Source: an optimization exercise on an open RTL-to-GDS flow (aim: small area and a short achievable clock period). Production flows keep margins and buffers that such runs may drop. Where RTL was checked, it was by simulation tests only, not by an equivalence proof against the original. Only the layout flow was run in runs 1 to 5; the RTL was not checked for function there. Power is estimated from default activity; no workload was simulated.

[design/flow/run.sh]
#!/bin/bash
# synth_recipe.tcl (not shown) runs the flow's synth.tcl, then flattens the netlist and writes it again
# the make line also repeats each setting of config.mk as NAME=value (left out here)
make -C /OpenROAD-flow-scripts/flow DESIGN_CONFIG=/design/flow/config.mk WORK_HOME=/design/flow/orfs CLKGATE_MAP_FILE= SYNTH_SCRIPT=/design/flow/synth_recipe.tcl finish
[design/flow/config.mk]
export PLATFORM = sky130hd
export DESIGN_NAME = dacSubsystem
export DESIGN_NICKNAME = dacSubsystem
export VERILOG_FILES = /design/flow/design.v
export SDC_FILE = /design/flow/constraint.sdc
export NUM_CORES = 4
export LEC_CHECK = 0
export ABC_AREA = 1
export CAP_MARGIN = 20
export CORE_MARGIN = 2
export CORE_UTILIZATION = 40
export SETUP_SLACK_MARGIN = 2.85
export SLEW_MARGIN = 20
[design/flow/constraint.sdc]
create_clock -name core_clock -period 6.0 [get_ports {ck933}]
set_input_delay 1.2000 -clock core_clock [delete_from_list [all_inputs] [get_ports {ck933}]]
set_output_delay 1.2000 -clock core_clock [all_outputs]
set_load 0.01 [all_outputs]
[design/flow/design.v]
package hostBusPkg;
  typedef logic [11-1:0] addrT;
  typedef logic [16-1:0] dataT;
  typedef logic [1:0] offsetT;
  typedef enum logic [2:0] {
    MISC,
    GPIO,
    SERIAL,
    INTERP0,
    INTERP1,
    INTERP2,
    NONE
  } regionT;
  typedef struct packed {
    logic       rd;
    logic [1:0] dacIdx;
    logic [4:0] regAddr;
  } serialCmdT;
endpackage
package dspPkg;
  typedef logic signed [18-1:0] sampleT;
  typedef logic [14-1:0] dacWordT;
  typedef logic [1:0] ratioT;
endpackage
`timescale 1ns/100ps
module hostRegs (
  input  logic               ck933,
  input  logic               rstN,
  input  logic               nCs,
  input  logic               nWe,
  input  logic               nRd,
  input  hostBusPkg::addrT   addr,
  input  hostBusPkg::dataT   wrData,
  output hostBusPkg::dataT   rdData,
  input  hostBusPkg::dataT   serialRd,
  input  hostBusPkg::dataT   interpRd0,
  input  hostBusPkg::dataT   interpRd1,
  input  hostBusPkg::dataT   interpRd2,
  output logic               serialWrEn,
  output logic               interpWrEn0,
  output logic               interpWrEn1,
  output logic               interpWrEn2,
  output hostBusPkg::offsetT wrOffset,
  output logic               softReset,
  output hostBusPkg::dataT   gpioOut
);
  hostBusPkg::regionT region;
  hostBusPkg::dataT   rdMux;
  logic               wrStrobe;
  logic               rdStrobe;
  always_comb begin
    case (addr[11-1:2])
      (11'h000 >> 2):    region = hostBusPkg::MISC;
      (11'h004 >> 2):    region = hostBusPkg::GPIO;
      (11'h008 >> 2):  region = hostBusPkg::SERIAL;
      (11'h00C >> 2): region = hostBusPkg::INTERP0;
      (11'h010 >> 2): region = hostBusPkg::INTERP1;
      (11'h014 >> 2): region = hostBusPkg::INTERP2;
      default:              region = hostBusPkg::NONE;
    endcase
  end
  assign wrOffset = addr[1:0];
  assign wrStrobe = !nCs && !nWe;
  assign rdStrobe = !nCs && !nRd;
  assign serialWrEn  = wrStrobe && (region == hostBusPkg::SERIAL);
  assign interpWrEn0 = wrStrobe && (region == hostBusPkg::INTERP0);
  assign interpWrEn1 = wrStrobe && (region == hostBusPkg::INTERP1);
  assign interpWrEn2 = wrStrobe && (region == hostBusPkg::INTERP2);
  always_ff @(posedge ck933) begin
    if (!rstN) begin
      softReset <= 1'b0;
    end else begin
      softReset <= wrStrobe && (region == hostBusPkg::MISC) && (wrOffset == 2'd0);
    end
  end
  always_ff @(posedge ck933) begin
    if (!rstN || softReset) begin
      gpioOut <= 16'h0003;
    end else if (wrStrobe && (region == hostBusPkg::GPIO)) begin
      gpioOut <= wrData;
    end
  end
  always_comb begin
    rdMux = '0;
    case (region)
      hostBusPkg::MISC: begin
        if (wrOffset == 2'd1) begin
          rdMux = 16'h0A31;
        end
      end
      hostBusPkg::GPIO:    rdMux = gpioOut;
      hostBusPkg::SERIAL:  rdMux = serialRd;
      hostBusPkg::INTERP0: rdMux = interpRd0;
      hostBusPkg::INTERP1: rdMux = interpRd1;
      hostBusPkg::INTERP2: rdMux = interpRd2;
      default:             rdMux = '0;
    endcase
  end
  always_ff @(posedge ck933) begin
    if (rdStrobe) begin
      rdData <= rdMux;
    end
  end
endmodule
`timescale 1ns/100ps
module dacSerialCtrl (
  input  logic               ck933,
  input  logic               rstN,
  input  logic               softReset,
  input  logic               wrEn,
  input  hostBusPkg::offsetT wrOffset,
  input  hostBusPkg::dataT   wrData,
  output hostBusPkg::dataT   rdData,
  output logic               sclk,
  output logic [2:0]         dacNCs,
  output logic               sdioOut,
  output logic               sdioOe,
  input  logic               sdioIn
);
  typedef enum logic [1:0] {
    sIdle,
    sLoad,
    sShift,
    sEnd
  } stateT;
  stateT                  state;
  hostBusPkg::serialCmdT  cmd;
  logic [7:0]             txByte;
  logic [7:0]             rxByte;
  logic [5:0]             cnt;
  logic [3:0]             bitCnt;
  logic [1:0]             phase;
  logic [15:0]            frame;
  logic [15:0]            nextBits;
  logic [3:0]             selOneHot;
  logic                   busy;
  logic                   startFrame;
  logic                   rst;
  assign rst        = !rstN || softReset;
  assign busy       = (state != sIdle);
  assign startFrame = wrEn && (wrOffset == 2'd1) && !busy;
  assign selOneHot  = 4'b0001 << cmd.dacIdx;
  assign bitCnt     = cnt[5:2];
  assign phase      = cnt[1:0];
  assign frame = {cmd, txByte};
  always_comb begin
    for (int i = 0; i < 16; i++) begin
      nextBits[i] = (i < 15) ? frame[14 - i] : 1'b0;
    end
  end
  always_ff @(posedge ck933) begin
    if (rst) begin
      state   <= sIdle;
      cmd     <= '0;
      txByte  <= '0;
      rxByte  <= '0;
      sclk    <= 1'b0;
      dacNCs  <= 3'b111;
      sdioOut <= 1'b0;
      sdioOe  <= 1'b0;
    end else begin
      case (state)
        sIdle: begin
          if (wrEn && (wrOffset == 2'd0)) begin
            cmd <= wrData[7:0];
          end
          if (startFrame) begin
            txByte <= wrData[7:0];
            state  <= sLoad;
          end
        end
        sLoad: begin
          sdioOut <= cmd[7];
          sdioOe  <= 1'b1;
          dacNCs  <= ~selOneHot[2:0];
          state   <= sShift;
        end
        sShift: begin
          if (phase == 2'd1) begin
            sclk <= ~&dacNCs;
          end
          if (cmd.rd && bitCnt[3] && (phase == 2'd2)) begin
            rxByte <= {rxByte[6:0], sdioIn};
          end
          if (phase == 2'd3) begin
            sclk <= 1'b0;
            if (bitCnt == 4'd15) begin
              dacNCs <= 3'b111;
              sdioOe <= 1'b0;
              state  <= sEnd;
            end else begin
              sdioOut <= nextBits[bitCnt];
              if (cmd.rd && (bitCnt == 4'd7)) begin
                sdioOe <= 1'b0;
              end
            end
          end
        end
        sEnd: begin
          if (phase == 2'd1) begin
            state <= sIdle;
          end
        end
        default: state <= sIdle;
      endcase
    end
  end
  always_ff @(posedge ck933) begin
    if (state == sLoad) begin
      cnt <= '0;
    end else begin
      cnt <= cnt + 1'b1;
    end
  end
  always_comb begin
    rdData = '0;
    case (wrOffset)
      2'd0:   rdData[7:0] = cmd;
      2'd1: rdData[7:0] = txByte;
      2'd2: begin
        rdData[7:0]              = rxByte;
        rdData[8] = busy;
      end
      default: rdData = '0;
    endcase
  end
endmodule
`timescale 1ns/100ps
module interpolator (
  input  logic               ck933,
  input  logic               rstN,
  input  logic               softReset,
  input  logic               wrEn,
  input  hostBusPkg::offsetT wrOffset,
  input  hostBusPkg::dataT   wrData,
  output hostBusPkg::dataT   rdData,
  input  dspPkg::sampleT     sample,
  input  logic               sampleEn,
  output dspPkg::dacWordT    dacWord
);
  localparam int fracW = 3;
  localparam int accW  = 18 + fracW + 1;
  localparam int diffW = 18 + 1;
  dspPkg::ratioT             ratio;
  logic signed [16-1:0] offset;
  logic signed [diffW-1:0]   diff;
  dspPkg::sampleT            target;
  logic signed [accW-1:0]    acc;
  logic signed [accW-1:0]    step;
  logic [3:0]                stepsLeft;
  logic                      ramping;
  logic [3:0]                stepSel;
  logic [accW+2:0]           diffX;
  logic [accW-1:0]           accNext;
  logic [diffW-1:0]          diffNext;
  logic [accW-3:0]           rndA;
  logic [accW-3:0]           rndB;
  logic [accW-3:0]           rndC;
  logic [accW-3:0]           sum;
  logic signed [accW-7:0]    rounded;
  logic [14-1:0]         clipped;
  logic                      rst;
  assign rst = !rstN || softReset;
  assign ramping = (stepsLeft != 4'd0);
  assign stepSel = {4{ramping}} & (4'b0001 << ratio);
  assign diffX   = {{3{diff[diffW-1]}}, diff, 3'b000};
  always_comb begin
    for (int i = 0; i < accW; i++) begin
      step[i] = (stepSel[0] & diffX[i]) | (stepSel[1] & diffX[i + 1]) |
                (stepSel[2] & diffX[i + 2]) | (stepSel[3] & diffX[i + 3]);
    end
  end
  assign rndA    = {acc[accW-1], acc[accW-1:fracW]};
  assign rndB    = {{(accW-2-16){offset[16-1]}}, offset};
  assign rndC    = rndB + (accW-2)'(8);
  fastAdd #(.W(accW-2)) rndAdd (.a(rndA), .b(rndC), .cin(1'b0), .s(sum));
  assign rounded = sum[accW-3:4];
  fastAdd #(.W(accW)) accAdd (.a(acc), .b(step), .cin(1'b0), .s(accNext));
  fastAdd #(.W(diffW)) diffSub (
    .a   ({sample[18-1], sample}),
    .b   (~{target[18-1], target}),
    .cin (1'b1),
    .s   (diffNext)
  );
  always_comb begin
    if (rounded[accW-7:14-1] == '0 || rounded[accW-7:14-1] == '1) begin
      clipped = {~rounded[14-1], rounded[14-2:0]};
    end else begin
      clipped = {~rounded[accW-7], {(14-1){~rounded[accW-7]}}};
    end
  end
  always_ff @(posedge ck933) begin
    if (rst) begin
      ratio     <= '0;
      offset    <= '0;
      target    <= '0;
      acc       <= '0;
      stepsLeft <= '0;
      dacWord   <= 14'h2000;
    end else begin
      if (wrEn && (wrOffset == 2'd0)) begin
        ratio <= wrData[1:0];
      end
      if (wrEn && (wrOffset == 2'd1)) begin
        offset <= wrData;
      end
      if (sampleEn) begin
        target    <= sample;
        acc       <= {target[18-1], target, 3'b000};
        stepsLeft <= 4'd1 << ratio;
      end else begin
        acc       <= accNext;
        if (ramping) begin
          stepsLeft <= stepsLeft - 1'b1;
        end
      end
      dacWord <= clipped;
    end
  end
  always_ff @(posedge ck933) begin
    if (sampleEn) begin
      diff <= diffNext;
    end
  end
  always_comb begin
    rdData = '0;
    case (wrOffset)
      2'd0:  rdData[1:0] = ratio;
      2'd1: rdData = offset;
      default:     rdData = '0;
    endcase
  end
endmodule
module fastAdd #(
  parameter int W = 22
) (
  input  logic [W-1:0] a,
  input  logic [W-1:0] b,
  input  logic         cin,
  output logic [W-1:0] s
);
  localparam int L = $clog2(W);
  logic [W-1:0] p;
  logic [W-1:0] g [L+1];
  logic [W-1:0] t [L+1];
  logic [W:0]   c;
  assign p    = a ^ b;
  assign g[0] = (a & b) | {{(W-1){1'b0}}, p[0] & cin};
  assign t[0] = p;
  for (genvar l = 0; l < L; l++) begin : gLevel
    for (genvar i = 0; i < W; i++) begin : gBit
      if ((i >> l) % 2 == 1) begin : gJoin
        localparam int j = ((i >> (l + 1)) << (l + 1)) + (1 << l) - 1;
        assign g[l+1][i] = g[l][i] | (t[l][i] & g[l][j]);
        assign t[l+1][i] = t[l][i] & t[l][j];
      end else begin : gPass
        assign g[l+1][i] = g[l][i];
        assign t[l+1][i] = t[l][i];
      end
    end
  end
  assign c = {g[L], cin};
  assign s = p ^ c[W-1:0];
endmodule
`timescale 1ns/100ps
module dacSubsystem (
  input  logic             ck933,
  input  logic             rstN,
  input  logic             nCs,
  input  logic             nWe,
  input  logic             nRd,
  input  hostBusPkg::addrT addr,
  input  hostBusPkg::dataT wrData,
  output hostBusPkg::dataT rdData,
  input  dspPkg::sampleT   sample0,
  input  dspPkg::sampleT   sample1,
  input  dspPkg::sampleT   sample2,
  input  logic             sampleEn0,
  input  logic             sampleEn1,
  input  logic             sampleEn2,
  output logic             sclk,
  output logic             dacNCs0,
  output logic             dacNCs1,
  output logic             dacNCs2,
  output logic             sdioOut,
  output logic             sdioOe,
  input  logic             sdioIn,
  output dspPkg::dacWordT  dacWord0,
  output dspPkg::dacWordT  dacWord1,
  output dspPkg::dacWordT  dacWord2,
  output logic             dacRst,
  output logic             bsyncNLock,
  output logic             demodNLock
);
  hostBusPkg::offsetT wrOffset;
  hostBusPkg::dataT   serialRd;
  hostBusPkg::dataT   interpRd0;
  hostBusPkg::dataT   interpRd1;
  hostBusPkg::dataT   interpRd2;
  hostBusPkg::dataT   gpioOut;
  logic               serialWrEn;
  logic               interpWrEn0;
  logic               interpWrEn1;
  logic               interpWrEn2;
  logic               softReset;
  logic [2:0]         dacNCs;
  hostRegs hostRegs (
    .ck933       (ck933),
    .rstN        (rstN),
    .nCs         (nCs),
    .nWe         (nWe),
    .nRd         (nRd),
    .addr        (addr),
    .wrData      (wrData),
    .rdData      (rdData),
    .serialRd    (serialRd),
    .interpRd0   (interpRd0),
    .interpRd1   (interpRd1),
    .interpRd2   (interpRd2),
    .serialWrEn  (serialWrEn),
    .interpWrEn0 (interpWrEn0),
    .interpWrEn1 (interpWrEn1),
    .interpWrEn2 (interpWrEn2),
    .wrOffset    (wrOffset),
    .softReset   (softReset),
    .gpioOut     (gpioOut)
  );
  assign dacRst     = softReset;
  assign bsyncNLock = gpioOut[0];
  assign demodNLock = gpioOut[1];
  dacSerialCtrl dacSerialCtrl (
    .ck933     (ck933),
    .rstN      (rstN),
    .softReset (softReset),
    .wrEn      (serialWrEn),
    .wrOffset  (wrOffset),
    .wrData    (wrData),
    .rdData    (serialRd),
    .sclk      (sclk),
    .dacNCs    (dacNCs),
    .sdioOut   (sdioOut),
    .sdioOe    (sdioOe),
    .sdioIn    (sdioIn)
  );
  assign dacNCs0 = dacNCs[0];
  assign dacNCs1 = dacNCs[1];
  assign dacNCs2 = dacNCs[2];
  interpolator interp0 (
    .ck933     (ck933),
    .rstN      (rstN),
    .softReset (softReset),
    .wrEn      (interpWrEn0),
    .wrOffset  (wrOffset),
    .wrData    (wrData),
    .rdData    (interpRd0),
    .sample    (sample0),
    .sampleEn  (sampleEn0),
    .dacWord   (dacWord0)
  );
  interpolator interp1 (
    .ck933     (ck933),
    .rstN      (rstN),
    .softReset (softReset),
    .wrEn      (interpWrEn1),
    .wrOffset  (wrOffset),
    .wrData    (wrData),
    .rdData    (interpRd1),
    .sample    (sample1),
    .sampleEn  (sampleEn1),
    .dacWord   (dacWord1)
  );
  interpolator interp2 (
    .ck933     (ck933),
    .rstN      (rstN),
    .softReset (softReset),
    .wrEn      (interpWrEn2),
    .wrOffset  (wrOffset),
    .wrData    (wrData),
    .rdData    (interpRd2),
    .sample    (sample2),
    .sampleEn  (sampleEn2),
    .dacWord   (dacWord2)
  );
endmodule
==> impl_metrics.json, run 1 <==
{
  "dr_total_vias": 22021,
  "coreArea_um2": 55300,
  "clk_latency_ns": 0.60,
  "hpwl_um": 47800,
  "p_clk_frac": 0.346,
  "place.gp.congestion": 0.902,
  "die_w_um": 241,
  "finalSetupTns_ns": 0,
  "postSynthCellCount": 2994,
  "synth_top_family_by_area": "compound AO/OA/AOI/OAI gates",
  "antenna_found_initial": 2,
  "syn_nets": 3302,
  "die_area_um2": 58200,
  "cts_sinks": 356,
  "drt_iter0_drc": 1745,
  "use_met1": 0.306,
  "totalWireLength_um": 70900,
  "rsz0062_at_grt": "true",
  "grt_pass1_wl_um": 108000,
  "crit_chain": "ha_4 -> nand3_4 -> nor4_4 -> nand2_2 -> buf_6 -> o21ai_4 -> inv_2 -> ha_4 -> nand2_4 -> nor4_4 -> nand2_1 -> nand2_2 -> inv_2 -> fa_2 -> xor2_2 -> buf_4 -> nand3_4 -> nand3_4 -> nand2_4",
  "cts_buffer_depth": 3,
  "cts_tree": "built",
  "ys.flop_type": "dfxtp_1",
  "max-vdd-ir-drop_mv": 0.181,
  "leakage_nw": 13.9,
  "timing.final.crit_share": 0.579,
  "worstMarginPinSlew_ns": 1.10,
  "synth-edff-count": 73,
  "ys_top_cells_by_area": "dfxtp_1, ha_1, edfxtp_1",
  "grt_overflow": 0,
  "syn_area_um2": 22500,
  "outcome": "no timing/DRC/antenna violations",
  "first_global_vias": 20772,
  "firstDrtPassIters": 6,
  "powerDensity_nw_per_um2": 265,
  "swShare": 0.329,
  "area_growth_syn_to_layout_pct": 37.0,
  "ys_seq_area_frac": 0.349,
  "ctsHoldBuffers": 0,
  "fin_ws_ns": 2.53,
  "cap_violations": 0,
  "synthXorXnorAreaFrac": 0.0475,
  "synth_compound_area_frac": 0.192,
  "clkTransAtPathRegs_ns": 0.06,
  "antenna_cells": 0,
  "max_stage_delay_ns": 0.37,
  "cp_num_buf_inv": 4,
  "async_flop_share": 0,
  "antenna_left": 0,
  "port_buffers": 156,
  "grt.busiest_layer": "met2",
  "p_sw_mw": 2.69,
  "required_ns": 6.51,
  "synth_cell_types": 51,
  "drive_gt1_frac": 0.236,
  "crit_slowest_cell": "dfxtp_4",
  "path_class": "flip-flop to flip-flop",
  "worst_hold_path_type": "flip-flop to flip-flop",
  "crit_path_max_fanout": 5,
  "ioPinCount": 157,
  "wl_per_cell_um": 17.1,
  "nets": 3678,
  "pwr-share-comb": 0.300,
  "synth-simple-area-share": 0.174,
  "slew_violations": 0,
  "ys_seq_elements": 356,
  "start_util": 0.407,
  "synth_area_leader_cell": "dfxtp_1",
  "met2_usage": 0.378,
  "cp_top_family": "simple AND/OR/NAND/NOR gates",
  "synth_top_area_frac": 0.252,
  "synthAdderAreaFrac": 0.134,
  "whs_ns": 0.456,
  "p_int_mw": 5.47,
  "cp.arrival_ns": 3.99,
  "cts_htree_levels": 2,
  "hold_viol_final": 0,
  "syn_area_per_cell_um2": 7.51,
  "finalClockSkew_ns": 0.0265,
  "gr-usage-all-layers": 0.230,
  "grtUsageMet3": 0.0336,
  "die_h_um": 241,
  "vias_per_cell": 5.30,
  "max_slew_margin": 0.265,
  "cpMostUsedCell": "nand3_4",
  "setup_viol_count_final": 0,
  "grt_max_degree": 146,
  "cts_inserted_buffers": 44,
  "min_period_ns": 3.47,
  "drc": 0,
  "start_kind": "flip-flop",
  "end_kind": "flip-flop",
  "seqPwrFrac": 0.354,
  "num_rows": 86,
  "max_freq_mhz": 288,
  "root_buffer": "clkbuf_16",
  "preCtsSetupSlack_ns": 1.72,
  "synthMuxAreaShare": 0,
  "yosysWarningCount": 12
}
cells in the final DEF, fill, tap and decap left out, types with 13 or more instances in the layout:
cell type and instances:
o21ai_2 14, nor2_4 30, inv_2 45, nand3_4 16, nand3_2 36, clkdlybuf4s50_1 146
nor2_2 21, ha_4 25, nand2_4 40, fa_2 18, nor3_1 19, xnor2_1 40
clkbuf_16 46, nor2_1 170, nand2_1 364, nor3_4 15, inv_1 446, nand3_1 108
a211oi_1 23, xor2_1 76, edfxtp_1 73, a31oi_1 16, buf_6 23, ha_1 152
o22ai_1 41, nand2_8 15, buf_4 215, a21oi_1 286, o21ai_1 38, o21bai_1 14
nand2_2 50, o211ai_1 13, o21ai_0 215, dfxtp_1 262, fa_1 21, a21oi_2 55
nand4_1 14
area by class of cell:
cell class,instances,area [µm²]
timing repair buffer,405,3650
tap,748,936
inverter,514,2040
sequential,356,7910
multi-input combinational,2049,14800
fill,5012,24500
clock inverter,24,277
clock buffer,58,1260
through the flow:
step | area (µm²) | instances | utilization | power (mW)
after floorplan | 22900 | 2994 | - | 4.14
after global placement | 25100 | 3822 | 0.453 | 4.69
after detailed placement | 25100 | 3822 | 0.453 | 4.74
after CTS | 28700 | 4040 | 0.519 | 7.82
after global routing | 30800 | 4154 | 0.557 | 8.59
final | 30800 | 4154 | 0.557 | 8.16
final timing paths:
path,endpoint,from,cells after the start,slack (ns)
max reg2reg,interp1.dacWord[6]$_SDFF_PP0_,interp1.offset[4]$_SDFFE_PP0P_,19,2.53
min reg2reg,hostRegs.gpioOut[11]$_SDFFE_PP0P_,hostRegs.gpioOut[11]$_SDFFE_PP0P_,2,0.46
min,hostRegs.gpioOut[11]$_SDFFE_PP0P_,hostRegs.gpioOut[11]$_SDFFE_PP0P_,2,0.46
max,interp1.dacWord[6]$_SDFF_PP0_,interp1.offset[4]$_SDFFE_PP0P_,19,2.53
cells in the mapped netlist (14+ instances only):
cell type and instances:
nor3_1 32, ha_1 179, o22ai_1 46, nand3_1 155
a31oi_1 16, xnor2_1 42, nand2_1 454, nand4_1 14
o21ai_0 269, clkbuf_1 65, o21bai_1 16, a211oi_1 23
a21oi_1 345, nor2_1 213, fa_1 39, xor2_1 80
edfxtp_1 73, inv_1 509, dfxtp_1 283
flip-flops by register name, indices dropped and copies added, names as in the netlist, 19 cells and up:
name          flops
interp0.acc      22
interp1.acc      22
interp2.acc      22
interp0.diff     19
interp1.diff     19
interp2.diff     19
worst register-to-register path: stages (launching register included):
cell and delay, ns:
dfxtp_4 0.37, ha_4 0.15, nand3_4 0.07, nor4_4 0.27, nand2_2 0.12, buf_6 0.14
o21ai_4 0.13, inv_2 0.06, ha_4 0.29, nand2_4 0.07, nor4_4 0.27, nand2_1 0.10
nand2_2 0.10, inv_2 0.04, fa_2 0.37, xor2_2 0.16, buf_4 0.15, nand3_4 0.14
nand3_4 0.21, nand2_4 0.20
routing by layer:
layer,vias to the layer above,part of all wire
met5,-,0.00042
met4,4,0.036
met3,157,0.063
met2,710,0.47
met1,10405,0.43
li1,10745,-
power groups by stage:
stage	clock network, mW	registers, mW	logic (mW)
after floorplan	0	2.88	1.26
after global placement	0	2.93	1.77
after detailed placement	0	2.93	1.81
after CTS	2.88	2.88	2.05
after global routing	2.97	2.91	2.70
final	2.82	2.89	2.45
kinds of logic after synthesis:
logic type                 Yosys count
and+or+nand+nor                    912
adders and majority gates          218
xor gates and xnor gates           122
AOI/OAI and AO/OA                  785
DFF                                356
buffers and inverters              601
repair_timing:
item / 4_1_cts / 5_1_grt
gates cloned: 7 / 5
buffers inserted: 129 / 109
endpoints found under the setup margin: 152 / 176
pin swaps: 131 / 191
resized for setup: 284 / 329
==> run 2, diff against run 1 <==
--- a/design/flow/config.mk
+++ b/design/flow/config.mk
@@ -9,5 +9,5 @@
 export CAP_MARGIN = 20
 export CORE_MARGIN = 2
 export CORE_UTILIZATION = 40
-export SETUP_SLACK_MARGIN = 2.85
+export SETUP_SLACK_MARGIN = 2.6
 export SLEW_MARGIN = 20
==> run 2 against run 1 <==
Net effect:
- still clean on timing, DRC and antenna
- maximum frequency increased by 1.7%
- combinational power decreased by 9.4%
- worst hold slack got worse by 0.0025 ns
- critical path depth increased by 3
- design area decreased by 5.3%
- non-clock buffer count decreased by 83
- clock power about the same
- first-iteration DRC count decreased by 9.0%
- sequential power about the same
- synthesized cell count unchanged
- routed wire length decreased by 4.2%
- critical path type unchanged
- largest power group unchanged
==> impl_metrics.json, run 2 <==
{
  "cts_sinks": 356,
  "clkTransAtPathRegs_ns": 0.06,
  "max-vdd-ir-drop_mv": 0.215,
  "totalWireLength_um": 67900,
  "ys.flop_type": "dfxtp_1",
  "firstDrtPassIters": 6,
  "worstMarginPinSlew_ns": 1.15,
  "ys_top_cells_by_area": "dfxtp_1, ha_1, edfxtp_1",
  "cts_htree_levels": 2,
  "syn_nets": 3302,
  "max_slew_margin": 0.234,
  "vias_per_cell": 5.27,
  "hold_viol_final": 0,
  "grt_max_degree": 200,
  "timing.final.crit_share": 0.569,
  "synth_cell_types": 51,
  "powerDensity_nw_per_um2": 271,
  "die_h_um": 241,
  "min_period_ns": 3.42,
  "antenna_cells": 0,
  "outcome": "no timing/DRC/antenna violations",
  "cts_buffer_depth": 3,
  "wl_met1_um": 30000,
  "ys_seq_elements": 356,
  "final_cell_mix": "inv_1, nand2_1, a21oi_1",
  "largestRegisters": "interp0.acc: 22 flops, interp1.acc: 22 flops, interp2.acc: 22 flops",
  "ctsHoldBuffers": 0,
  "swShare": 0.321,
  "grt_pass1_wl_um": 103000,
  "cts_inserted_buffers": 43,
  "synth_top_area_frac": 0.252,
  "start_kind": "flip-flop",
  "seqPwrFrac": 0.365,
  "synthTopCellsByCount": "inv_1, nand2_1, a21oi_1",
  "antenna_left": 0,
  "postSynthCellCount": 2994,
  "crit_path_max_fanout": 5,
  "area_growth_syn_to_layout_pct": 29.8,
  "required_ns": 6.47,
  "die_area_um2": 58200,
  "drc": 0,
  "nets": 3590,
  "synth-edff-count": 73,
  "crit_slowest_cell": "dfxtp_4",
  "cp_num_buf_inv": 4,
  "slew_violations": 0,
  "synth_area_leader_cell": "dfxtp_1",
  "p_sw_mw": 2.54,
  "rsz0062_at_grt": "true",
  "finalClockSkew_ns": 0.0285,
  "crit_chain": "ha_4 -> nand3_4 -> nor3_4 -> inv_1 -> nor2_2 -> and3_4 -> nand2_4 -> nor3_4 -> xor2_1 -> inv_1 -> ha_4 -> buf_4 -> a21oi_2 -> o21ai_1 -> a21oi_1 -> nand2_2 -> inv_2 -> fa_2 -> xor2_4 -> nand3_4 -> a21oi_1 -> nor2_2",
  "finalSetupTns_ns": 0,
  "die_w_um": 241,
  "max_freq_mhz": 293,
  "path_class": "flip-flop to flip-flop",
  "syn_area_um2": 22500,
  "max_stage_delay_ns": 0.37,
  "wl_met2_um": 31600,
  "cap_violations": 0,
  "topRoutingLayerUsed": "met5",
  "p_clk_frac": 0.354,
  "place.gp.congestion": 0.925,
  "num_rows": 86,
  "syn_area_per_cell_um2": 7.51,
  "ys_seq_area_frac": 0.349,
  "dr_total_vias": 21435,
  "port_buffers": 156,
  "async_flop_share": 0,
  "cts_tree": "built",
  "ioPinCount": 157,
  "met3_length_um": 4200,
  "fin_util": 0.528,
  "yosysWarningCount": 12,
  "final_common_cell": "inv_1",
  "coreArea_um2": 55300,
  "cp_top_family": "simple AND/OR/NAND/NOR gates",
  "drive_gt1_frac": 0.175,
  "antenna_found_initial": 1,
  "first_global_vias": 19989,
  "pwr-share-comb": 0.281,
  "leakage_nw": 13.3,
  "root_buffer": "clkbuf_16",
  "p_int_mw": 5.38,
  "grt_overflow": 0,
  "hpwl_um": 47100,
  "end_kind": "flip-flop",
  "cp.arrival_ns": 3.88,
  "start_util": 0.407,
  "setup_viol_count_final": 0,
  "wl_per_cell_um": 16.7,
  "drt_iter0_drc": 1588,
  "clk_latency_ns": 0.58,
  "worst_hold_path_type": "flip-flop to flip-flop",
  "gr-usage-all-layers": 0.222,
  "synth_most_common_cell": "inv_1"
}
==> run 2: worst paths after layout <==
check             depth (start not counted)                                 to                               from  slack (ns)
setup / recovery                         22      interp0.dacWord[0]$_SDFF_PP0_     interp0.offset[3]$_SDFFE_PP0P_        2.58
hold / removal                            2  hostRegs.gpioOut[11]$_SDFFE_PP0P_  hostRegs.gpioOut[11]$_SDFFE_PP0P_        0.45
setup reg to reg                         22      interp0.dacWord[0]$_SDFF_PP0_     interp0.offset[3]$_SDFFE_PP0P_        2.58
hold reg to reg                           2  hostRegs.gpioOut[11]$_SDFFE_PP0P_  hostRegs.gpioOut[11]$_SDFFE_PP0P_        0.45
==> run 2: layout make-up <==
cell class              instances  area (µm²)
clock buffers                  59        1280
well taps                     748         936
fillers                      5174       26100
multi-input cells            2045       13900
repair buffers                322        2930
flip-flops and latches        356        7910
clock inverters                21         245
inverters                     514        1970
==> run 2: worst min-delay path, cell delays in order, from the launching register on <==
cell	delay [ns]
dfxtp_1	0.29
inv_1	0.05
a21oi_1	0.06
==> run 2: cells by family (layout without fill, tap and decap cells) <==
kind of cell / Yosys count / count (layout) / share of synthesized area
AO/OA/AOI/OAI: 785 / 785 / 0.192
XOR/XNOR: 122 / 122 / 0.0475
adder cells (fa/ha/maj): 218 / 218 / 0.134
buffers and inverters: 601 / 916 / 0.103
flip-flops: 356 / 356 / 0.349
AND/OR/NAND/NOR: 912 / 920 / 0.174
==> run 2: routing by layer <==
metal	vias up	track usage
li1	10560	-
met1	10049	0.298
met2	702	0.366
met3	122	0.0357
met4	2	0.0675
met5	-	0
==> run 2: power by group through the flow <==
stage / registers [mW] / clock network, mW / logic [mW]
2_1_floorplan: 2.88 / 0 / 1.24
3_3_place_gp: 2.93 / 0 / 1.74
3_5_place_dp: 2.94 / 0 / 1.78
4_1_cts: 2.89 / 2.87 / 1.89
5_1_grt: 2.92 / 2.97 / 2.48
6_report: 2.89 / 2.81 / 2.22
==> run 2: timing repair <==
item | in CTS | in global routing
setup endpoints to repair | 126 | 125
gates resized for setup | 168 | 272
cloned | 3 | 5
pin swaps | 69 | 146
setup buffers | 42 | 114
==> run 2: through the flow <==
| step | power [mW] | setup slack (ns) | instances | cell area (µm²) | hold slack (ns) |
|---|---|---|---|---|---|
| after floorplan | 4.12 | 2.61 | 2994 | 22600 | 0.425 |
| after CTS | 7.65 | 2.43 | 3946 | 27300 | 0.456 |
| after detailed placement | 4.72 | 1.70 | 3821 | 24800 | 0.448 |
| after global placement | 4.67 | 1.87 | 3821 | 24800 | 0.441 |
| final | 7.92 | 2.58 | 4065 | 29200 | 0.453 |
| after global routing | 8.36 | 2.37 | 4065 | 29200 | 0.463 |
==> run 3, diff against run 2 <==
==> design/flow/flow/run.sh (new file) <==
#!/bin/bash
# Standard synthesis and layout; the resizer may pick any cell of the same function
# (not only one with the same footprint), and the port buffers are plain buffers.
set -euo pipefail
bash standard.sh synth > synth.log 2>&1
bash standard.sh MATCH_CELL_FOOTPRINT=0 "BUFFER_PORTS_ARGS=-buffer_cell sky130_fd_sc_hd__buf_2" finish > layout.log 2>&1
==> design/flow/standard.sh (new file) <==
#!/bin/bash
# synth_recipe.tcl (not shown) runs the flow's synth.tcl, then flattens the netlist and writes it again
# the make line also repeats each setting of config.mk as NAME=value (left out here)
make -C /OpenROAD-flow-scripts/flow DESIGN_CONFIG=/design/flow/config.mk WORK_HOME=/design/flow/orfs CLKGATE_MAP_FILE= SYNTH_SCRIPT=/design/flow/synth_recipe.tcl "${@:-finish}"
--- a/design/flow/config.mk
+++ b/design/flow/config.mk
@@ -9,5 +9,5 @@
 export CAP_MARGIN = 20
 export CORE_MARGIN = 2
 export CORE_UTILIZATION = 40
-export SETUP_SLACK_MARGIN = 2.6
+export SETUP_SLACK_MARGIN = 2.8
 export SLEW_MARGIN = 20
removed: design/flow/run.sh
==> run 3 against run 2 <==
Net effect:
- still clean on timing, DRC and antenna
- clock skew is 0.0077 ns higher
- design area is 1.5% lower
- register-to-register slack worse by 0.08 ns
- maximum frequency is 2.2% lower
- critical path depth is 4 lower
- critical path type unchanged
- largest cell class unchanged
==> impl_metrics.json, run 3 <==
{
  "syn_nets": 3302,
  "clkTransAtPathRegs_ns": 0.06,
  "postSynthCellCount": 2994,
  "antenna_cells": 0,
  "worstMarginPinSlew_ns": 1.14,
  "ys.flop_type": "dfxtp_1",
  "die_w_um": 241,
  "worst_hold_path_type": "flip-flop to flip-flop",
  "cts_buffer_depth": 3,
  "slew_violations": 0,
  "vias_per_cell": 5.27,
  "cp.arrival_ns": 3.92,
  "crit_path_max_fanout": 10,
  "grt_pass1_wl_um": 104000,
  "cap_violations": 0,
  "r2r-end": "interp1.dacWord[7]$_SDFF_PP0_",
  "async_flop_share": 0,
  "clk_latency_ns": 0.59,
  "die_area_um2": 58200,
  "r2r_start": "interp1.offset[4]$_SDFFE_PP0P_",
  "cts_sinks": 356,
  "required_ns": 6.43,
  "placed_cells_incl_taps": 3822,
  "max_slew_margin": 0.239,
  "area_growth_syn_to_layout_pct": 27.8,
  "hpwl_um": 48200,
  "path_class": "flip-flop to flip-flop",
  "die_h_um": 241,
  "syn_area_um2": 22500,
  "first_global_vias": 20211,
  "cts_tree": "built",
  "min_period_ns": 3.49,
  "syn_area_per_cell_um2": 7.51,
  "antenna_found_initial": 0,
  "dr_total_vias": 21465,
  "gr-usage-all-layers": 0.224,
  "end_kind": "flip-flop",
  "ys_top_cells_by_area": "dfxtp_1, ha_1, edfxtp_1",
  "start_kind": "flip-flop",
  "r2r_cells": 18,
  "cts_inserted_buffers": 44,
  "drt_iter0_drc": 1396,
  "layoutNonFillerInstCount": 4071,
  "timing.final.crit_share": 0.582,
  "finalClockSkew_ns": 0.0361,
  "ioPinCount": 157,
  "hold_viol_final": 0,
  "ys_seq_elements": 356,
  "firstDrtPassIters": 5,
  "synth_cell_types": 51,
  "grt_max_degree": 86,
  "min-delay-start": "hostRegs.gpioOut[6]$_SDFFE_PP0P_",
  "yosysWarningCount": 12,
  "wl_per_cell_um": 16.7,
  "final_common_cell": "inv_1",
  "finalSetupTns_ns": 0,
  "min_to": "hostRegs.gpioOut[6]$_SDFFE_PP0P_",
  "drive_gt1_frac": 0.241,
  "synth_area_leader_cell": "dfxtp_1",
  "coreArea_um2": 55300,
  "powerDensity_nw_per_um2": 271,
  "max-vdd-ir-drop_mv": 0.196,
  "largestRegisters": "interp0.acc: 22 flops, interp1.acc: 22 flops, interp2.acc: 22 flops",
  "antenna_left": 0,
  "root_buffer": "clkbuf_16",
  "nets": 3596,
  "drc": 0,
  "totalWireLength_um": 68000,
  "setup_viol_count_final": 0,
  "start_util": 0.407,
  "final_cell_mix": "inv_1, nand2_1, a21oi_1",
  "synth_most_common_cell": "inv_1",
  "synth_top_area_frac": 0.252,
  "ys_seq_area_frac": 0.349,
  "synthTopCellsByCount": "inv_1, nand2_1, a21oi_1",
  "leakage_nw": 13.4,
  "max_freq_mhz": 286,
  "port_buffers": 156,
  "fill_cells": 5254,
  "reg2reg_slack_ns": 2.51,
  "num_rows": 86,
  "synth-edff-count": 73,
  "outcome": "no timing/DRC/antenna violations",
  "whs_path_depth": 2,
  "place.gp.congestion": 0.933,
  "cts_htree_levels": 2,
  "rsz0062_at_grt": "true",
  "grt_overflow": 0
}
run 3: cell counts after synthesis:
Identical to the previous run, type by type.
run 3: logic make-up (layout without fill, tap and decap cells):
| family | count (synthesis) | in the layout | share of synthesized area |
|---|---|---|---|
| AO/OA/AOI/OAI | 785 | 785 | 0.192 |
| XOR/XNOR | 122 | 122 | 0.0475 |
| adder cells (fa/ha/maj) | 218 | 218 | 0.134 |
| buffers and inverters | 601 | 925 | 0.103 |
| flip-flops | 356 | 356 | 0.349 |
| AND/OR/NAND/NOR | 912 | 917 | 0.174 |
run 3: layout make-up:
cell class | instances | area (µm²) | area share
clock buffers | 55 | 1190 | 0.0415
clock inverters | 26 | 263 | 0.00914
inverters | 514 | 2000 | 0.0695
well taps | 748 | 936 | 0.0325
repair buffers | 330 | 2200 | 0.0764
multi-input cells | 2042 | 14300 | 0.496
flip-flops and latches | 356 | 7910 | 0.275
run 3: how the worst max path moves through the flow:
| stage | startpoint | endpoint | slack, ns | cells after the start |
|---|---|---|---|---|
| 2_1_floorplan | sample1[0] | interp1.diff[16]$_DFFE_PP_ | 2.70 | 15 |
| 3_3_place_gp | interp2.stepsLeft[0]$_SDFFE_PP0P_ | interp2.acc[17]$_SDFF_PP0_ | 1.98 | 22 |
| 3_5_place_dp | interp1.stepsLeft[0]$_SDFFE_PP0P_ | interp1.acc[17]$_SDFF_PP0_ | 1.83 | 22 |
| 4_1_cts | interp0.offset[3]$_SDFFE_PP0P_ | interp0.dacWord[10]$_SDFF_PP0_ | 2.61 | 21 |
| 5_1_grt | interp1.offset[4]$_SDFFE_PP0P_ | interp1.dacWord[7]$_SDFF_PP0_ | 2.37 | 20 |
| 6_report | interp1.offset[4]$_SDFFE_PP0P_ | interp1.dacWord[7]$_SDFF_PP0_ | 2.51 | 18 |
run 3: timing repair:
item,in CTS,in global routing
buffers inserted,91,72
resized for setup,222,242
cloned,3,2
pin swaps,113,165
setup endpoints to repair,108,111
hold buffers,0,0
run 3: routing by layer:
| metal | vias to the layer above | track usage | wire length, µm |
|---|---|---|---|
| met1 | 10160 | 0.294 | 30100 |
| met2 | 637 | 0.366 | 31500 |
| met3 | 122 | 0.0424 | 4160 |
| li1 | 10546 | - | - |
| met5 | - | 0 | 0 |
| met4 | 0 | 0.0808 | 2190 |
run 3: power breakdown:
part           switching (mW)  internal [mW]  total (mW)
clock network            1.11           1.59        2.70
registers               0.191           2.70        2.89
logic                    1.30          0.905        2.20
total                    2.60           5.19        7.79
run 3: metrics by stage:
step | setup slack (ns) | hold WS (ns) | utilization | area, µm² | power (mW)
6_report | 2.51 | 0.457 | 0.520 | 28800 | 7.79
5_1_grt | 2.37 | 0.479 | 0.520 | 28800 | 8.21
4_1_cts | 2.61 | 0.460 | 0.493 | 27300 | 7.55
3_5_place_dp | 1.83 | 0.453 | 0.438 | 24200 | 4.65
3_3_place_gp | 1.98 | 0.440 | 0.438 | 24200 | 4.60
2_1_floorplan | 2.70 | 0.425 | - | 22800 | 4.14
run 3: critical path, stage by stage, from the launching register on:
cell and delay (ns):
dfxtp_4 0.37, buf_6 0.10, inv_4 0.04, nor3_4 0.19, nand3_2 0.13, nor3_4 0.19
nand2_2 0.11, xor2_2 0.17, ha_1 0.33, nand2_2 0.09, nor4_4 0.26, nand2_1 0.10
nand2_2 0.11, inv_2 0.05, fa_2 0.37, xor2_2 0.21, nand3_2 0.17, nand3_4 0.20
nand2_2 0.14
==> run 4, diff against run 3 <==
--- a/design/flow/design.v
+++ b/design/flow/design.v
@@ -245,7 +245,9 @@
   logic signed [16-1:0] offset;
   logic signed [diffW-1:0]   diff;
   dspPkg::sampleT            target;
-  logic signed [accW-1:0]    acc;
+  logic [accW-1:0]           accB;
+  logic                      accTop;
+  logic [diffW-1:0]          tgtP8;
   logic signed [accW-1:0]    step;
   logic [3:0]                stepsLeft;
   logic                      ramping;
@@ -255,7 +257,6 @@
   logic [diffW-1:0]          diffNext;
   logic [accW-3:0]           rndA;
   logic [accW-3:0]           rndB;
-  logic [accW-3:0]           rndC;
   logic [accW-3:0]           sum;
   logic signed [accW-7:0]    rounded;
   logic [14-1:0]         clipped;
@@ -270,12 +271,13 @@
                 (stepSel[2] & diffX[i + 2]) | (stepSel[3] & diffX[i + 3]);
     end
   end
-  assign rndA    = {acc[accW-1], acc[accW-1:fracW]};
+  assign accTop  = accB[accW-1] & |accB[accW-2:6];
+  assign rndA    = {accTop, accB[accW-1:fracW]};
   assign rndB    = {{(accW-2-16){offset[16-1]}}, offset};
-  assign rndC    = rndB + (accW-2)'(8);
-  fastAdd #(.W(accW-2)) rndAdd (.a(rndA), .b(rndC), .cin(1'b0), .s(sum));
+  fastAdd #(.W(accW-2)) rndAdd (.a(rndA), .b(rndB), .cin(1'b0), .s(sum));
   assign rounded = sum[accW-3:4];
-  fastAdd #(.W(accW)) accAdd (.a(acc), .b(step), .cin(1'b0), .s(accNext));
+  fastAdd #(.W(accW)) accAdd (.a(accB), .b(step), .cin(1'b0), .s(accNext));
+  assign tgtP8 = {target[18-1], target} + diffW'(8);
   fastAdd #(.W(diffW)) diffSub (
     .a   ({sample[18-1], sample}),
     .b   (~{target[18-1], target}),
@@ -294,7 +296,7 @@
       ratio     <= '0;
       offset    <= '0;
       target    <= '0;
-      acc       <= '0;
+      accB      <= accW'(64);
       stepsLeft <= '0;
       dacWord   <= 14'h2000;
     end else begin
@@ -306,10 +308,10 @@
       end
       if (sampleEn) begin
         target    <= sample;
-        acc       <= {target[18-1], target, 3'b000};
+        accB      <= {tgtP8, 3'b000};
         stepsLeft <= 4'd1 << ratio;
       end else begin
-        acc       <= accNext;
+        accB      <= accNext;
         if (ramping) begin
           stepsLeft <= stepsLeft - 1'b1;
         end
==> design/flow/run.sh (new file) <==
#!/bin/bash
# synth_recipe.tcl (not shown) runs the flow's synth.tcl, then flattens the netlist and writes it again
# the make line also repeats each setting of config.mk as NAME=value (left out here)
make -C /OpenROAD-flow-scripts/flow DESIGN_CONFIG=/design/flow/config.mk WORK_HOME=/design/flow/orfs CLKGATE_MAP_FILE= SYNTH_SCRIPT=/design/flow/synth_recipe.tcl finish
removed: design/flow/flow/run.sh
removed: design/flow/standard.sh
==> run 4 against run 3 <==
Net effect:
- critical path depth up 2
- via count shrank 1.1%
- clock skew fell by 0.017 ns
==> impl_metrics.json, run 4 <==
{
  "totalWireLength_um": 70800,
  "crit_path_max_fanout": 7,
  "place.gp.congestion": 0.946,
  "synth_top_area_frac": 0.255,
  "max_stage_delay_ns": 0.34,
  "root_buffer": "clkbuf_16",
  "synth-simple-area-share": 0.198,
  "max-vdd-ir-drop_mv": 0.203,
  "p_sw_mw": 2.41,
  "powerDensity_nw_per_um2": 272,
  "die_w_um": 240,
  "required_ns": 6.50,
  "postSynthCellCount": 2964,
  "vias_per_cell": 5.29,
  "crit_cells": 20,
  "nets": 3537,
  "slew_violations": 0,
  "drt_iter0_drc": 1512,
  "drc": 0,
  "fin_ws_ns": 2.53,
  "die_area_um2": 57500,
  "final_cell_mix": "nand2_1, inv_1, dfxtp_1",
  "syn_area_um2": 22200,
  "ys_top_cells_by_area": "dfxtp_1, ha_1, edfxtp_1",
  "cts_inserted_buffers": 43,
  "cts_tree": "built",
  "first_global_vias": 20490,
  "multi_input_area_um2": 13400,
  "start_util": 0.404,
  "cap_violations": 0,
  "max_freq_mhz": 288,
  "outcome": "no timing/DRC/antenna violations",
  "total_power_mw": 7.68,
  "clk_latency_ns": 0.59,
  "r2r-end": "interp1.accB[17]$_SDFF_PP0_",
  "wl_per_cell_um": 17.7,
  "r2r_cells": 20,
  "end_kind": "flip-flop",
  "whs_ns": 0.455,
  "grt_max_degree": 70,
  "antenna_left": 0,
  "crit_chain": "inv_2 -> ha_4 -> nand2_4 -> nor2_4 -> clkinvlp_4 -> nand2_4 -> clkinvlp_4 -> buf_6 -> a221oi_2 -> nand2_1 -> ha_2 -> nand2_1 -> nor2_4 -> nand3_2 -> nand2_4 -> inv_2 -> fa_2 -> xnor2_2 -> nand2_1 -> a21oi_1",
  "max_slew_margin": 0.408,
  "cp.arrival_ns": 3.97,
  "p_clk_frac": 0.372,
  "final_common_cell": "nand2_1",
  "largestRegisters": "interp0.accB: 22 flops, interp1.accB: 22 flops, interp2.accB: 22 flops",
  "drive_gt1_frac": 0.147,
  "endpoint": "interp1.accB[17]$_SDFF_PP0_",
  "timing.final.crit_share": 0.578,
  "seqCellArea_um2": 7870,
  "firstDrtPassIters": 5,
  "seqPwrFrac": 0.372,
  "synth_area_leader_cell": "dfxtp_1",
  "die_h_um": 240,
  "finalClockSkew_ns": 0.0196,
  "worst_hold_path_type": "flip-flop to flip-flop",
  "port_buffers": 156,
  "ioPinCount": 157,
  "ys.flop_type": "dfxtp_1",
  "leakage_nw": 12.3,
  "r2r_start": "interp1.stepsLeft[1]$_SDFFE_PP0P_",
  "preCtsSetupSlack_ns": 1.35,
  "cts_buffer_depth": 3,
  "fill_cells": 5206,
  "path_class": "flip-flop to flip-flop",
  "clkTransAtPathRegs_ns": 0.06,
  "min_period_ns": 3.47,
  "yosysWarningCount": 12,
  "start_kind": "flip-flop",
  "rsz0062_at_grt": "true",
  "fin_util": 0.513,
  "ys_seq_elements": 356,
  "setup_viol_count_final": 0,
  "cts_sinks": 356,
  "area_growth_syn_to_layout_pct": 27.0,
  "synthAdderAreaFrac": 0.136,
  "crit_slowest_cell": "fa_2",
  "p_int_mw": 5.27,
  "synth_cell_types": 48,
  "ctsHoldBuffers": 0,
  "grt_overflow": 0,
  "hold_viol_final": 0,
  "async_flop_share": 0,
  "synth_top_family_by_area": "simple AND/OR/NAND/NOR gates",
  "syn_nets": 3272,
  "pwr-share-comb": 0.257,
  "antenna_cells": 0,
  "synthTopCellsByCount": "nand2_1, inv_1, a21oi_1",
  "synthMuxAreaShare": 0,
  "worstMarginPinSlew_ns": 0.887,
  "cp_num_buf_inv": 5,
  "synth_compound_area_frac": 0.184,
  "gr-usage-all-layers": 0.240,
  "swShare": 0.314,
  "finalSetupTns_ns": 0,
  "num_rows": 86,
  "reg2reg_slack_ns": 2.53,
  "synth_most_common_cell": "nand2_1",
  "synthXorXnorAreaFrac": 0.0390,
  "syn_area_per_cell_um2": 7.50,
  "coreArea_um2": 55000,
  "grt_pass1_wl_um": 109000,
  "dr_total_vias": 21235,
  "cts_htree_levels": 2,
  "antenna_found_initial": 2,
  "hpwl_um": 51800,
  "ys_seq_area_frac": 0.353,
  "synth-edff-count": 73,
  "startpoint": "interp1.stepsLeft[1]$_SDFFE_PP0P_",
  "cp_top_family": "simple AND/OR/NAND/NOR gates"
}
-- run 4: worst min-delay path by stage --
stage,slack [ns],to,depth (start not counted),start
floorplan,0.42,hostRegs.gpioOut[11]$_SDFFE_PP0P_,2,hostRegs.gpioOut[11]$_SDFFE_PP0P_
global placement,0.44,hostRegs.gpioOut[4]$_SDFFE_PP0P_,2,hostRegs.gpioOut[4]$_SDFFE_PP0P_
detailed placement,0.45,hostRegs.gpioOut[11]$_SDFFE_PP0P_,2,hostRegs.gpioOut[11]$_SDFFE_PP0P_
CTS,0.46,hostRegs.gpioOut[11]$_SDFFE_PP0P_,2,hostRegs.gpioOut[11]$_SDFFE_PP0P_
global route,0.48,hostRegs.gpioOut[3]$_SDFFE_PP0P_,2,hostRegs.gpioOut[3]$_SDFFE_PP0P_
finish,0.45,hostRegs.gpioOut[4]$_SDFFE_PP0P_,2,hostRegs.gpioOut[4]$_SDFFE_PP0P_
-- run 4: metrics by stage --
stage	std cells	cell area, µm²
2_1_floorplan	2964	22500
3_3_place_gp	3808	24700
3_5_place_dp	3808	24700
4_1_cts	3970	27400
5_1_grt	4011	28200
6_report	4011	28200
-- run 4: logic make-up (layout without fill, tap and decap cells) --
kind of cell,after synthesis,in the layout
fa+ha+maj,218,218
simple gates,1045,1047
flops,356,356
xor+xnor,99,99
compound gates,722,722
buf+inv,524,821
-- run 4: power by group through the flow --
stage	sequential [mW]	combinational [mW]	clock (mW)
global placement	2.89	1.56	0
floorplan	2.84	1.10	0
finish	2.85	1.97	2.85
detailed placement	2.90	1.61	0
CTS	2.85	1.80	2.91
global route	2.87	2.18	3.00
-- run 4: tightest hold or removal path, stage by stage (launching register included) --
cell,delay (ns)
dfxtp_1,0.30
inv_1,0.06
a21oi_1,0.05
-- run 4: final cells by class --
cell class              instances  share of cell area
repair buffers                291              0.0955
inverters                     450              0.0640
clock inverters                23              0.0109
repair inverters                1            0.000266
multi-input cells            2086               0.474
well taps                     748              0.0331
clock buffers                  56              0.0435
flip-flops and latches        356               0.279
-- run 4: repair_timing --
item / in CTS / in global routing
pin swaps: 77 / 112
endpoints found under the setup margin: 174 / 205
cloned: 1 / 2
setup buffers: 82 / 39
endpoints found under the hold margin: 0 / 0
gates resized for setup: 160 / 159
-- run 4: layer usage --
metal / vias to the layer above / wire [µm] / part of all wire / track usage
li1: 10462 / - / - / -
met1: 10016 / 31100 / 0.44 / 0.312
met2: 622 / 33900 / 0.48 / 0.411
met3: 133 / 3900 / 0.055 / 0.0333
met4: 2 / 1970 / 0.028 / 0.0718
met5: - / 13 / 0.00018 / 0
==> run 5, diff against run 4 <==
==> design/flow/flow/run.sh (new file) <==
#!/bin/bash
# Standard synthesis and layout; the resizer may pick any cell of the same function
# (not only one with the same footprint), and the port buffers are plain buffers.
set -euo pipefail
bash standard.sh synth > synth.log 2>&1
bash standard.sh MATCH_CELL_FOOTPRINT=0 "BUFFER_PORTS_ARGS=-buffer_cell sky130_fd_sc_hd__buf_1" finish > layout.log 2>&1
==> design/flow/standard.sh (new file) <==
#!/bin/bash
# synth_recipe.tcl (not shown) runs the flow's synth.tcl, then flattens the netlist and writes it again
# the make line also repeats each setting of config.mk as NAME=value (left out here)
make -C /OpenROAD-flow-scripts/flow DESIGN_CONFIG=/design/flow/config.mk WORK_HOME=/design/flow/orfs CLKGATE_MAP_FILE= SYNTH_SCRIPT=/design/flow/synth_recipe.tcl "${@:-finish}"
removed: design/flow/run.sh
==> run 5 against run 4 <==
Net effect:
- still clean on timing, DRC and antenna
- largest cell class unchanged
- global-route usage is 0.72 points lower
- largest power group unchanged
- combinational power barely moved
- register-to-register slack gained 0.11 ns
==> impl_metrics.json, run 5 <==
{
  "outcome": "no timing/DRC/antenna violations",
  "whs_path_depth": 2,
  "gr-usage-all-layers": 0.233,
  "max_stage_delay_ns": 0.40,
  "syn_nets": 3272,
  "fill_cells": 5142,
  "grt_max_degree": 87,
  "synth-edff-count": 73,
  "synth_cell_types": 48,
  "hold_viol_final": 0,
  "max_slew_margin": 0.379,
  "cts_buffer_depth": 3,
  "async_flop_share": 0,
  "wl_per_cell_um": 17.4,
  "r2r-end": "interp0.accB[8]$_SDFF_PP0_",
  "cpMostUsedCell": "buf_6",
  "cts_inserted_buffers": 42,
  "drive_gt1_frac": 0.153,
  "clk_latency_ns": 0.59,
  "crit_path_max_fanout": 7,
  "firstDrtPassIters": 5,
  "required_ns": 6.51,
  "cap_violations": 0,
  "ys.flop_type": "dfxtp_1",
  "syn_area_um2": 22200,
  "cp.arrival_ns": 3.87,
  "dr_total_vias": 21357,
  "rsz0062_at_grt": "true",
  "timing.final.crit_share": 0.560,
  "min_period_ns": 3.36,
  "clkTransAtPathRegs_ns": 0.06,
  "start_util": 0.404,
  "cts_tree": "built",
  "worstMarginPinSlew_ns": 0.926,
  "antenna_left": 0,
  "postSynthCellCount": 2964,
  "antenna_found_initial": 1,
  "slew_violations": 0,
  "area_growth_syn_to_layout_pct": 23.2,
  "synth_area_leader_cell": "dfxtp_1",
  "root_buffer": "clkbuf_16",
  "drc": 0,
  "setup_viol_count_final": 0,
  "synth_top_area_frac": 0.255,
  "r2r_cells": 23,
  "leakage_nw": 11.9,
  "die_w_um": 240,
  "finalClockSkew_ns": 0.0332,
  "r2r_start": "interp0.stepsLeft[0]$_SDFFE_PP0P_",
  "syn_area_per_cell_um2": 7.50,
  "min-delay-start": "hostRegs.gpioOut[3]$_SDFFE_PP0P_",
  "worst_hold_path_type": "flip-flop to flip-flop",
  "yosysWarningCount": 12,
  "hpwl_um": 50500,
  "final_cell_mix": "nand2_1, inv_1, dfxtp_1",
  "start_kind": "flip-flop",
  "cts_sinks": 356,
  "ys_seq_elements": 356,
  "vias_per_cell": 5.31,
  "ys_top_cells_by_area": "dfxtp_1, ha_1, edfxtp_1",
  "ys_seq_area_frac": 0.353,
  "path_class": "flip-flop to flip-flop",
  "reg2reg_slack_ns": 2.64,
  "grt_overflow": 0,
  "grt_pass1_wl_um": 107000,
  "largestRegisters": "interp0.accB: 22 flops, interp1.accB: 22 flops, interp2.accB: 22 flops",
  "port_buffers": 156,
  "powerDensity_nw_per_um2": 274,
  "finalSetupTns_ns": 0,
  "synth_most_common_cell": "nand2_1",
  "num_rows": 86,
  "drt_iter0_drc": 1648,
  "end_kind": "flip-flop",
  "cts_htree_levels": 2,
  "first_global_vias": 20312,
  "nets": 3549,
  "final_common_cell": "nand2_1",
  "coreArea_um2": 55000,
  "totalWireLength_um": 69900,
  "ioPinCount": 157,
  "max_freq_mhz": 298,
  "die_area_um2": 57500,
  "crit_slowest_cell": "fa_2",
  "die_h_um": 240,
  "min_to": "hostRegs.gpioOut[3]$_SDFFE_PP0P_",
  "max-vdd-ir-drop_mv": 0.178,
  "crit_chain": "inv_2 -> ha_4 -> nand2_4 -> nor2_4 -> clkinvlp_4 -> buf_4 -> nand2_4 -> buf_4 -> inv_1 -> nand2_1 -> nand4_1 -> buf_4 -> buf_6 -> buf_6 -> buf_6 -> buf_6 -> buf_6 -> buf_6 -> buf_6 -> buf_6 -> inv_4 -> fa_2 -> o22ai_1",
  "place.gp.congestion": 0.906,
  "ctsHoldBuffers": 0,
  "fin_util": 0.498,
  "synthTopCellsByCount": "nand2_1, inv_1, a21oi_1"
}
-- run 5: where the power goes --
group	total, mW	leakage (nW)	switching [mW]	internal, mW
Sequential	2.85	3.03	0.185	2.66
Clock	2.70	0.704	1.06	1.64
Combinational	1.96	8.20	1.16	0.804
-- run 5: worst max path at each step --
| stage | start | end | slack [ns] | depth (start not counted) |
|---|---|---|---|---|
| floorplan | sample1[0] | interp1.diff[16]$_DFFE_PP_ | 2.60 | 15 |
| global placement | addr[7] | hostRegs.gpioOut[4]$_SDFFE_PP0P_ | 1.95 | 14 |
| detailed placement | addr[6] | hostRegs.gpioOut[11]$_SDFFE_PP0P_ | 1.70 | 14 |
| CTS | interp2.stepsLeft[1]$_SDFFE_PP0P_ | interp2.accB[17]$_SDFF_PP0_ | 2.66 | 21 |
| global route | interp1.stepsLeft[1]$_SDFFE_PP0P_ | interp1.accB[17]$_SDFF_PP0_ | 2.46 | 22 |
| finish | interp0.stepsLeft[0]$_SDFFE_PP0P_ | interp0.accB[8]$_SDFF_PP0_ | 2.64 | 23 |
-- run 5: stage by stage --
step	hold WS (ns)	cell area, µm²	instances	power (mW)	setup slack (ns)
floorplan	0.425	22400	2964	3.94	2.60
global placement	0.453	23700	3804	4.35	1.95
detailed placement	0.453	23700	3804	4.39	1.70
CTS	0.464	26200	3958	7.28	2.66
global route	0.480	27400	4022	7.89	2.46
finish	0.467	27400	4022	7.51	2.64
-- run 5: layout make-up --
type | count | area [µm²] | share of cell area
clock inverter | 15 | 208 | 0.00758
clock buffer | 61 | 1230 | 0.0450
timing repair inverter | 2 | 12.5 | 0.000457
tap | 748 | 936 | 0.0342
sequential | 356 | 7870 | 0.287
inverter | 450 | 1780 | 0.0649
antenna | 1 | 2.50 | 0.0000913
multi-input combinational | 2085 | 13500 | 0.492
timing repair buffer | 304 | 1880 | 0.0688
-- run 5: per-layer routing --
metal  up-vias  global-route usage  routed length, µm
li1      10467                   -                  -
met1     10023               0.308              30600
met2       718               0.389              32700
met3       149              0.0346               4250
met4         0              0.0746               2370
met5         -                   0                  0
-- run 5: cells by family after synthesis --
kind of cell / share of synthesized area
adder cells (fa/ha/maj): 0.136
AND/OR/NAND/NOR: 0.198
buffers and inverters: 0.0900
AO/OA/AOI/OAI: 0.184
XOR/XNOR: 0.0390
flip-flops: 0.353
-- run 5: critical path: cells and delay by family (launching register included) --
family,cells,cell delay (ns)
adder cells (fa/ha/maj),2,0.54
buffers and inverters,15,1.72
AO/OA/AOI/OAI,1,0.15
AND/OR/NAND/NOR,5,0.52
flip-flops,1,0.33
-- run 5: timing repair --
item / 4_1_cts / 5_1_grt
pin swaps: 62 / 114
cloned: 1 / 3
setup endpoints to repair: 110 / 105
setup buffers: 77 / 60
gates resized for setup: 128 / 191
==> run 6, diff against run 5 <==
--- a/design/flow/design.v
+++ b/design/flow/design.v
@@ -251,6 +251,8 @@
   logic signed [accW-1:0]    step;
   logic [3:0]                stepsLeft;
   logic                      ramping;
+  logic                      rampNext;
+  logic [1:0]                ratioNext;
   logic [3:0]                stepSel;
   logic [accW+2:0]           diffX;
   logic [accW-1:0]           accNext;
@@ -262,8 +264,9 @@
   logic [14-1:0]         clipped;
   logic                      rst;
   assign rst = !rstN || softReset;
-  assign ramping = (stepsLeft != 4'd0);
-  assign stepSel = {4{ramping}} & (4'b0001 << ratio);
+  assign ramping   = |stepSel;
+  assign ratioNext = (wrEn && (wrOffset == 2'd0)) ? wrData[1:0] : ratio;
+  assign rampNext  = sampleEn || (ramping && (stepsLeft != 4'd1));
   assign diffX   = {{3{diff[diffW-1]}}, diff, 3'b000};
   always_comb begin
     for (int i = 0; i < accW; i++) begin
@@ -298,11 +301,11 @@
       target    <= '0;
       accB      <= accW'(64);
       stepsLeft <= '0;
+      stepSel   <= '0;
       dacWord   <= 14'h2000;
     end else begin
-      if (wrEn && (wrOffset == 2'd0)) begin
-        ratio <= wrData[1:0];
-      end
+      ratio   <= ratioNext;
+      stepSel <= {4{rampNext}} & (4'b0001 << ratioNext);
       if (wrEn && (wrOffset == 2'd1)) begin
         offset <= wrData;
       end
==> run 6 against run 5 <==
Net effect:
- still clean on timing, DRC and antenna
- sequential power up 1%
- clock-buffer cell count increased by 7
- global-route usage shrank 2.5 points
- core utilization down 3.6 points
- sequential share of layout area rose by 2.4 points
- clock power grew 3%
- power shrank 8.2%
- non-clock buffer count shrank 99
- area after synthesis grew 2.4%
- via count fell by 5.1%
==> impl_metrics.json, run 6 <==
{
  "drive_gt1_frac": 0.0716,
  "root_buffer": "clkbuf_16",
  "hpwl_um": 47200,
  "syn_area_um2": 22800,
  "cp.arrival_ns": 3.52,
  "ys_seq_area_frac": 0.356,
  "cts_buffer_depth": 3,
  "syn_nets": 3321,
  "powerDensity_nw_per_um2": 264,
  "grt_max_degree": 92,
  "setup_viol_count_final": 0,
  "cts_htree_levels": 2,
  "fin_area_um2": 26100,
  "seqCellArea_um2": 8120,
  "clk_latency_ns": 0.57,
  "synth_area_leader_cell": "dfxtp_1",
  "antenna_cells": 0,
  "ys_seq_elements": 368,
  "antenna_found_initial": 2,
  "port_buffers": 156,
  "nets": 3489,
  "multi_input_area_um2": 12700,
  "fin_util": 0.462,
  "final_common_cell": "nand2_1",
  "leakage_nw": 11.9,
  "min_period_ns": 3.06,
  "cts_sinks": 368,
  "finalClockSkew_ns": 0.0249,
  "slew_violations": 0,
  "max-vdd-ir-drop_mv": 0.174,
  "finalSetupTns_ns": 0,
  "rsz0062_at_grt": "true",
  "ioPinCount": 157,
  "first_global_vias": 18605,
  "grt_pass1_wl_um": 98800,
  "gr-usage-all-layers": 0.208,
  "coreArea_um2": 56400,
  "cts_tree": "built",
  "worst_hold_path_type": "flip-flop to flip-flop",
  "synth-edff-count": 73,
  "yosysWarningCount": 12,
  "place_area_um2": 24100,
  "timing.final.crit_share": 0.510,
  "place.gp.congestion": 0.900,
  "firstDrtPassIters": 7,
  "die_h_um": 243,
  "cts_inserted_buffers": 44,
  "ys.flop_type": "dfxtp_1",
  "ys_top_cells_by_area": "dfxtp_1, ha_1, edfxtp_1",
  "dr_total_vias": 20262,
  "synth_top_area_frac": 0.259,
  "end_kind": "flip-flop",
  "synth_cell_types": 51,
  "drc": 0,
  "crit_path_max_fanout": 10,
  "start_util": 0.404,
  "ctsHoldBuffers": 0,
  "max_freq_mhz": 326,
  "totalWireLength_um": 63000,
  "cap_violations": 0,
  "antenna_left": 0,
  "async_flop_share": 0,
  "path_class": "flip-flop to flip-flop",
  "postSynthCellCount": 3010,
  "die_w_um": 243,
  "start_kind": "flip-flop",
  "outcome": "no timing/DRC/antenna violations",
  "wl_per_cell_um": 15.9,
  "drt_iter0_drc": 1195,
  "clkTransAtPathRegs_ns": 0.06,
  "hold_viol_final": 0,
  "required_ns": 6.45,
  "fill_cells": 5762,
  "synth_most_common_cell": "nand2_1",
  "syn_area_per_cell_um2": 7.56,
  "area_growth_syn_to_layout_pct": 14.5,
  "num_rows": 87,
  "grt_overflow": 0,
  "largestRegisters": "interp0.accB: 22 flops, interp1.accB: 22 flops, interp2.accB: 22 flops",
  "worstMarginPinSlew_ns": 0.929,
  "die_area_um2": 58800,
  "max_slew_margin": 0.380,
  "synthTopCellsByCount": "nand2_1, inv_1, a21oi_1",
  "vias_per_cell": 5.11,
  "final_cell_mix": "nand2_1, inv_1, a21oi_1"
}
[run 6: worst paths after layout]
| path | startpoint | to | slack [ns] | depth (start not counted) |
|---|---|---|---|---|
| max | interp0.stepSel[2]$_SDFF_PP0_ | interp0.accB[17]$_SDFF_PP0_ | 2.94 | 15 |
| min | dacSerialCtrl.sdioOut$_SDFFE_PP0P_ | dacSerialCtrl.sdioOut$_SDFFE_PP0P_ | 0.47 | 2 |
| max reg2reg | interp0.stepSel[2]$_SDFF_PP0_ | interp0.accB[17]$_SDFF_PP0_ | 2.94 | 15 |
| min reg2reg | dacSerialCtrl.sdioOut$_SDFFE_PP0P_ | dacSerialCtrl.sdioOut$_SDFFE_PP0P_ | 0.47 | 2 |
[run 6: through the flow]
step                instances  power [mW]  hold slack, ns  setup slack, ns
floorplan                3010        3.78           0.433             2.69
global placement         3851        4.13           0.451             2.26
detailed placement       3851        4.14           0.459             2.25
CTS                      3941        6.95           0.468             2.76
global route             3968        7.26           0.493             2.69
finish                   3968        6.89           0.467             2.94
[run 6: repair_timing]
action / CTS / global route
gates resized for setup: 17 / 30
endpoints found under the setup margin: 9 / 61
cloned: 0 / 2
pin swaps: 0 / 11
setup buffers: 10 / 25
[run 6: worst max-delay path, stage by stage (launching register included)]
cell        delay [ns]
dfxtp_2           0.47
clkinvlp_4        0.18
o22ai_1           0.18
inv_1             0.08
fa_1              0.45
nor2_1            0.15
a211oi_2          0.08
o21ai_2           0.24
nand2_1           0.10
nand2_2           0.11
inv_1             0.07
fa_1              0.43
xnor2_1           0.13
o21ai_0           0.12
o21bai_1          0.12
inv_1             0.05
[run 6: cell families (layout without fill, tap and decap cells)]
group | count (synthesis) | count (layout) | synth area share
compound gates | 789 | 789 | 0.191
xor+xnor | 101 | 101 | 0.0389
fa+ha+maj | 221 | 221 | 0.134
buf+inv | 557 | 758 | 0.0941
flops | 368 | 368 | 0.356
simple gates | 974 | 975 | 0.186
[run 6: layout make-up]
type | count | area share
Multi-Input combinational cell | 2086 | 0.486
Sequential cell | 368 | 0.311
Inverter | 472 | 0.0699
Clock buffer | 68 | 0.0536
Timing Repair Buffer | 205 | 0.0382
Tap cell | 756 | 0.0363
Clock inverter | 12 | 0.00470
Timing Repair inverter | 1 | 0.000192
[run 6: layer usage]
metal  vias to the layer above  track usage  share of wire
met1                      9184        0.271           0.45
met2                       481        0.351           0.47
met5                         -            0        0.00032
li1                      10464            -              -
met3                       129       0.0300          0.048
met4                         4       0.0747          0.034
[run 6: report_power, final]
part	internal (mW)	switching (mW)	total, mW
sequential	2.73	0.155	2.89
clock	1.69	1.09	2.78
combinational	0.447	0.775	1.22
total	4.87	2.02	6.89

==> what the ideal ports hide <==
No port has a modelled driver above. Below, the same layouts with a new extraction and two added sets of constraints.
Step 1, drivers: a clkbuf_16 drives ck933 and a buf_2 each remaining input, both assumed.
Step 2 times the ports against the registers' clock, not the clock port: input delays grow and output delays shrink by t, the midpoint of the rising clock arrivals with the driver on.
Slacks: ideal ports / drivers / drivers and shift; pairs: ideal ports / drivers.
run	t, ns	setup slack, ns	worst data-port slew with drivers (ns)	pins driven straight from the clock port
run 1	0.644	2.527 / 2.527 / 2.273	0.11	1
run 2	0.633	2.583 / 2.583 / 2.093	0.08	1
run 3	0.636	2.506 / 2.506 / 2.315	0.05	1
run 4	0.631	2.530 / 2.529 / 2.013	0.10	1
run 5	0.631	2.640 / 2.640 / 2.336	0.10	1
run 6	0.617	2.937 / 2.937 / 2.392	0.10	1
After both steps setup and hold are still met in every run listed. The setup slack of run 6, which loses most, moves by 0.000 ns with the drivers and by -0.545 ns with both steps.
